From an optimization exercise on the open Yosys and OpenROAD flow, aimed at small area; shortcuts taken in it are not production practice. The RTL was checked by simulation tests, not by an equivalence proof against the original design. No activity file was given, so power comes from the tool's default toggle rates.

==> flow/design.v <==
package ahb_tgt_mem_pkg;
  typedef enum logic [1:0] {
    IDLE  = 2'd0,
    WAIT1 = 2'd1,
    WAIT2 = 2'd2,
    RESP  = 2'd3
  } tgt_state_t;
  localparam logic [31:0] TGT_ERR_RDATA = 32'hBADD_ADD5;
endpackage
module ahb_tgt_ram #(
  parameter int NW = 64,
  parameter int TS = 4
) (
  input  logic             clk,
  input  logic             clr,
  input  logic [NW/TS-1:0] wsel,    
  input  logic [3:0]       wbe,     
  input  logic [31:0]      wdata,
  input  logic [NW/TS-1:0] rsel,    
  output logic [31:0]      rdata    
);
  localparam int NT = NW / TS;
  logic [31:0] ring [NW];
  logic [31:0] tap_raw [NT];
  logic [31:0] rd_even, rd_odd_n;
  logic        odd_sel;
  always_comb begin
    rd_even  = '0;
    rd_odd_n = '0;
    odd_sel  = 1'b0;
    for (int j = 0; j < NT; j++) begin
      for (int b = 0; b < 4; b++)
        tap_raw[j][8*b +: 8] = ~((clr | (wsel[j] & wbe[b]))
                                 ? (wdata[8*b +: 8] ^ {8{j % 2 == 0}})
                                 : ring[TS*j][8*b +: 8]);
      if (j % 2 == 0) rd_even  = rd_even  | ({32{rsel[j]}} & tap_raw[j]);
      else            rd_odd_n = rd_odd_n | ({32{rsel[j]}} & tap_raw[j]);
      if (j % 2 == 1) odd_sel  = odd_sel | rsel[j];
    end
    rdata = rd_even | ({32{odd_sel}} & ~rd_odd_n);
  end
  always_ff @(posedge clk) begin
    for (int p = 0; p < NW; p++) begin
      if (p % TS == 1) ring[p] <= tap_raw[p / TS];
      else             ring[p] <= ring[(p + NW - 1) % NW];
    end
  end
endmodule
module ahb_tgt_mem #(
  parameter logic [31:0] ADDR_BASE   = 32'h0000_8000,
  parameter int unsigned DEPTH_WORDS = 64,
  parameter int unsigned WAIT_STATES = 2
) (
  input  logic          AFT_CLK,
  input  logic          nRST,
  input  logic          bus_ren,
  input  logic          bus_wen,
  input  logic [31:0]   bus_addr,
  input  logic [31:0]   bus_wdata,
  input  logic [3:0]    bus_strobe,
  output logic [31:0]   bus_rdata,
  output logic          bus_request_stall,
  output logic          bus_error
);
  localparam int unsigned TS = 4;
  localparam int unsigned NT = 64 / TS;
  localparam int unsigned TB = $clog2(TS);
  ahb_tgt_mem_pkg::tgt_state_t state;
  logic        req;
  logic        idle, resp, accept;
  logic [5:0]  t;             
  logic        cap_wr, cap_oor;
  logic [5:0]  cap_idx;
  logic [3:0]  cap_be;
  logic [31:0] cap_d;         
  logic        pend_v;
  logic [5:0]  pend_idx;
  logic [3:0]  pend_be;
  logic [31:0] pend_d;
  logic [31:0] rdata_q;
  logic          clr;
  logic        in_oor;
  logic [31:0] in_wd;
  logic        rd_on;
  logic [5:0]  r_idx, r_u, w_u;
  logic [NT-1:0] rsel, wsel;
  logic [31:0] tap_rd;
  assign req    = bus_ren | bus_wen;
  assign idle   = (state == ahb_tgt_mem_pkg::IDLE);
  assign resp   = (state == ahb_tgt_mem_pkg::RESP);
  assign accept = idle & req;
  assign in_oor = (bus_addr[31:8] != 24'h000080);
  assign in_wd  = bus_wdata & {32{bus_wen}};
  assign r_idx = idle ? bus_addr[7:2] : cap_idx;
  assign rd_on = idle ? (req & ~bus_wen & ~in_oor) : (~cap_wr & ~cap_oor);
  assign r_u   = r_idx + t;
  logic cap_hold, pend_ld, pend_hold, rd_ld, rd_err, rd_hold;
  assign cap_hold  = ~accept & ~(|rsel);
  assign pend_ld   = nRST & resp & cap_wr;
  assign pend_hold = nRST & ~(resp & cap_wr);
  assign rd_ld     = nRST & resp & ~cap_wr & ~cap_oor;
  assign rd_err    = nRST & resp & ~cap_wr & cap_oor;
  assign rd_hold   = nRST & ~(resp & ~cap_wr);
  logic [31:0] cap_nx;
  assign cap_nx = ({32{accept}} & in_wd) | tap_rd | ({32{cap_hold}} & cap_d);
  assign w_u   = pend_idx + t;
  always_comb begin
    for (int j = 0; j < NT; j++) begin
      rsel[j] = rd_on  & (r_u[TB-1:0] == '0) & (r_u[5:TB] == j[5-TB:0]);
      wsel[j] = pend_v & (w_u[TB-1:0] == '0) & (w_u[5:TB] == j[5-TB:0]);
    end
  end
  ahb_tgt_ram #(.NW(64), .TS(TS)) u_ram (
    .clk   (AFT_CLK),
    .clr   (clr),
    .wsel  (wsel),
    .wbe   (pend_be),
    .wdata (pend_d),
    .rsel  (rsel),
    .rdata (tap_rd)
  );
  always_ff @(posedge AFT_CLK) begin
    t <= nRST ? t + 6'd1 : 6'd0;
    clr <= ~nRST | (clr & (t != 6'(TS - 1)));
    if (!nRST) begin
      state <= ahb_tgt_mem_pkg::IDLE;
    end else begin
      case (state)
        ahb_tgt_mem_pkg::IDLE:  if (req) state <= ahb_tgt_mem_pkg::WAIT1;
        ahb_tgt_mem_pkg::WAIT1: state <= req ? ahb_tgt_mem_pkg::WAIT2 : ahb_tgt_mem_pkg::IDLE;
        ahb_tgt_mem_pkg::WAIT2: state <= req ? ahb_tgt_mem_pkg::RESP  : ahb_tgt_mem_pkg::IDLE;
        default:                state <= ahb_tgt_mem_pkg::IDLE;
      endcase
    end
    if (accept) begin
      cap_wr  <= bus_wen;
      cap_oor <= in_oor;
      cap_idx <= bus_addr[7:2];
      cap_be  <= bus_strobe;
    end
    if (!nRST)
      pend_v <= 1'b0;
    else if (resp & cap_wr & ~cap_oor)
      pend_v <= 1'b1;
    else if (|wsel)
      pend_v <= 1'b0;
    if (resp & cap_wr) begin
      pend_idx <= cap_idx;
      pend_be  <= cap_be;
    end
    cap_d   <= cap_nx;
    pend_d  <= ({32{pend_ld}} & cap_d) | ({32{pend_hold}} & pend_d);
    rdata_q <= ({32{rd_ld}} & cap_nx) | ({32{rd_err}} & ahb_tgt_mem_pkg::TGT_ERR_RDATA)
             | ({32{rd_hold}} & rdata_q);
  end
  assign bus_rdata         = rdata_q;
  assign bus_request_stall = nRST & req & ~resp;
  assign bus_error         = nRST & resp & cap_oor;
endmodule
Settings: LEC_CHECK=0, CAP_MARGIN=0, CORE_MARGIN=2, CORE_UTILIZATION=70, CTS_BUF_LIST=sky130_fd_sc_hd__clkbuf_8, CTS_CLUSTER_DIAMETER=60, CTS_CLUSTER_SIZE=16, SLEW_MARGIN=0; clock period 10.0 ns.
standard.sh (not shown) runs the stock make flow with config.mk's settings and CLKGATE_MAP_FILE= SYNTH_SCRIPT=/design/flow/synth_recipe.tcl, a recipe that flattens the netlist after the stock synthesis.
==> flow/flow/run.sh <==
#!/bin/bash
# Layout flow: the standard flow (standard.sh) with these changes:
#  - synthesis: the standard flow's own synthesis script, with ORFS's abc step given the
#    area-oriented script flow/amap.abc (flow/abc_override.tcl); everything
#    else in synthesis, the registers included, is as standard.sh makes it;
#  - port buffers are sky130_fd_sc_hd__buf_1 instead of the resizer's default
#    (every input and output port still gets its buffer);
#  - CTS inserts no dummy loads, with its own sink clustering;
#  - after placement, flow/downsize.tcl lowers the drive strength of logic
#    cells where slew, capacitance and timing allow.
# Each tool's full output goes to the ORFS logs under orfs/logs/ and to the
# *.log files here.
set -euo pipefail
HERE=$(pwd)
export BUFFER_PORTS_ARGS="-buffer_cell sky130_fd_sc_hd__buf_1"
export CTS_ARGS="-sink_clustering_enable -repair_clock_nets -dont_use_dummy_load -sink_clustering_size 20 -sink_clustering_max_diameter 50 -buf_list sky130_fd_sc_hd__clkbuf_8"
export MY_ABC_SCRIPT=$HERE/flow/amap.abc
cat flow/abc_override.tcl synth_recipe.tcl > synth_amap.tcl
sed -E "s#SYNTH_SCRIPT=[^ ]+#SYNTH_SCRIPT=$HERE/synth_amap.tcl#" standard.sh > standard_amap.sh
grep -q "SYNTH_SCRIPT=$HERE/synth_amap.tcl" standard_amap.sh
bash standard_amap.sh synth > flow_make_synth.log 2>&1
grep -q "abc_override" orfs/logs/${FLOW_PLATFORM}/ahb_tgt_mem/base/1_2_yosys.log
bash standard_amap.sh place > flow_make_place.log 2>&1
R=orfs/results/${FLOW_PLATFORM}/ahb_tgt_mem/base
cp $R/3_place.odb $R/3_place_before_downsize.odb
IN_ODB=$R/3_place_before_downsize.odb IN_SDC=$R/3_place.sdc OUT_ODB=$R/3_place.odb \
  LIB_FILE=$FLOW_HOME/platforms/${FLOW_PLATFORM}/lib/sky130_fd_sc_hd__tt_025C_1v80.lib \
  PLATFORM_DIR=$FLOW_HOME/platforms/${FLOW_PLATFORM} \
  openroad -no_init -exit flow/downsize.tcl > downsize.log 2>&1
touch $R/3_place.odb
bash standard_amap.sh > flow_make.log 2>&1
Other scripts of this flow, unchanged in this note and not shown: flow/flow/abc_override.tcl, flow/flow/amap.abc, flow/flow/downsize.tcl
Next try:
--- a/flow/design.v
+++ b/flow/design.v
@@ -21,23 +21,18 @@
 );
   localparam int NT = NW / TS;
   logic [31:0] ring [NW];
+  logic [31:0] tap_d [NT];
   logic [31:0] tap_raw [NT];
-  logic [31:0] rd_even, rd_odd_n;
-  logic        odd_sel;
   always_comb begin
-    rd_even  = '0;
-    rd_odd_n = '0;
-    odd_sel  = 1'b0;
+    rdata = '0;
     for (int j = 0; j < NT; j++) begin
       for (int b = 0; b < 4; b++)
         tap_raw[j][8*b +: 8] = ~((clr | (wsel[j] & wbe[b]))
                                  ? (wdata[8*b +: 8] ^ {8{j % 2 == 0}})
                                  : ring[TS*j][8*b +: 8]);
-      if (j % 2 == 0) rd_even  = rd_even  | ({32{rsel[j]}} & tap_raw[j]);
-      else            rd_odd_n = rd_odd_n | ({32{rsel[j]}} & tap_raw[j]);
-      if (j % 2 == 1) odd_sel  = odd_sel | rsel[j];
+      tap_d[j] = tap_raw[j] ^ {32{j % 2 == 1}};
+      rdata = rdata | ({32{rsel[j]}} & tap_d[j]);
     end
-    rdata = rd_even | ({32{odd_sel}} & ~rd_odd_n);
   end
   always_ff @(posedge clk) begin
     for (int p = 0; p < NW; p++) begin
@@ -78,6 +73,7 @@
   logic [3:0]  pend_be;
   logic [31:0] pend_d;
   logic [31:0] rdata_q;
+  logic [TB:0]   clr_cnt;
   logic          clr;
   logic        in_oor;
   logic [31:0] in_wd;
@@ -91,6 +87,7 @@
   assign accept = idle & req;
   assign in_oor = (bus_addr[31:8] != 24'h000080);
   assign in_wd  = bus_wdata & {32{bus_wen}};
+  assign clr    = (clr_cnt != '0);
   assign r_idx = idle ? bus_addr[7:2] : cap_idx;
   assign rd_on = idle ? (req & ~bus_wen & ~in_oor) : (~cap_wr & ~cap_oor);
   assign r_u   = r_idx + t;
@@ -101,8 +98,6 @@
   assign rd_ld     = nRST & resp & ~cap_wr & ~cap_oor;
   assign rd_err    = nRST & resp & ~cap_wr & cap_oor;
   assign rd_hold   = nRST & ~(resp & ~cap_wr);
-  logic [31:0] cap_nx;
-  assign cap_nx = ({32{accept}} & in_wd) | tap_rd | ({32{cap_hold}} & cap_d);
   assign w_u   = pend_idx + t;
   always_comb begin
     for (int j = 0; j < NT; j++) begin
@@ -121,7 +116,7 @@
   );
   always_ff @(posedge AFT_CLK) begin
     t <= nRST ? t + 6'd1 : 6'd0;
-    clr <= ~nRST | (clr & (t != 6'(TS - 1)));
+    clr_cnt <= nRST ? clr_cnt - (TB+1)'(clr_cnt != '0) : (TB+1)'(TS);
     if (!nRST) begin
       state <= ahb_tgt_mem_pkg::IDLE;
     end else begin
@@ -148,9 +143,9 @@
       pend_idx <= cap_idx;
       pend_be  <= cap_be;
     end
-    cap_d   <= cap_nx;
+    cap_d   <= ({32{accept}} & in_wd) | tap_rd | ({32{cap_hold}} & cap_d);
     pend_d  <= ({32{pend_ld}} & cap_d) | ({32{pend_hold}} & pend_d);
-    rdata_q <= ({32{rd_ld}} & cap_nx) | ({32{rd_err}} & ahb_tgt_mem_pkg::TGT_ERR_RDATA)
+    rdata_q <= ({32{rd_ld}} & (cap_d | tap_rd)) | ({32{rd_err}} & ahb_tgt_mem_pkg::TGT_ERR_RDATA)
              | ({32{rd_hold}} & rdata_q);
   end
   assign bus_rdata         = rdata_q;
The changed run completed with no timing, DRC or antenna violations.
Clock skew is lower by 0.016 ns.
Global-route usage is lower by 0.63 points.
Core utilization is lower by 0.48 points.
Routed wire length is lower slightly.
Cell count is higher by a few percent.
Design area is higher slightly.
Worst hold slack improves by 0.021 ns.
Via count is higher slightly.
Power is higher by a quarter to a third.
Sequential share of layout area is lower by 0.49 points.
Fmax is lower by a little under a tenth.

==> afterwards: timing with drivers on the ports <==
Ports are ideal in the flow. The routed layouts listed here were re-timed in OpenROAD. Step 1 assumes that a clkbuf_16 drives the clock port and a buf_2 every other input. Step 2 moves the port delays by t, midway between the first and last clock arrival at a register: inputs arrive t later, outputs are due t later. That takes back most of the time a late clock gives input paths. Slacks: ideal ports / drivers / drivers and shift; pairs: ideal ports / drivers.
run	t (ns)	setup slack, ns	latest minus earliest clock arrival (ns)	cell pins on the clock port's net
the first run	0.855	3.336 / 3.336 / 2.641	0.095 / 0.095	1
the second run	0.857	2.692 / 2.735 / 1.878	0.079 / 0.079	1
After both steps setup and hold are still met in every run listed. The setup slack of the second run, which loses most, moves by +0.043 ns with the drivers and by -0.814 ns with both steps.
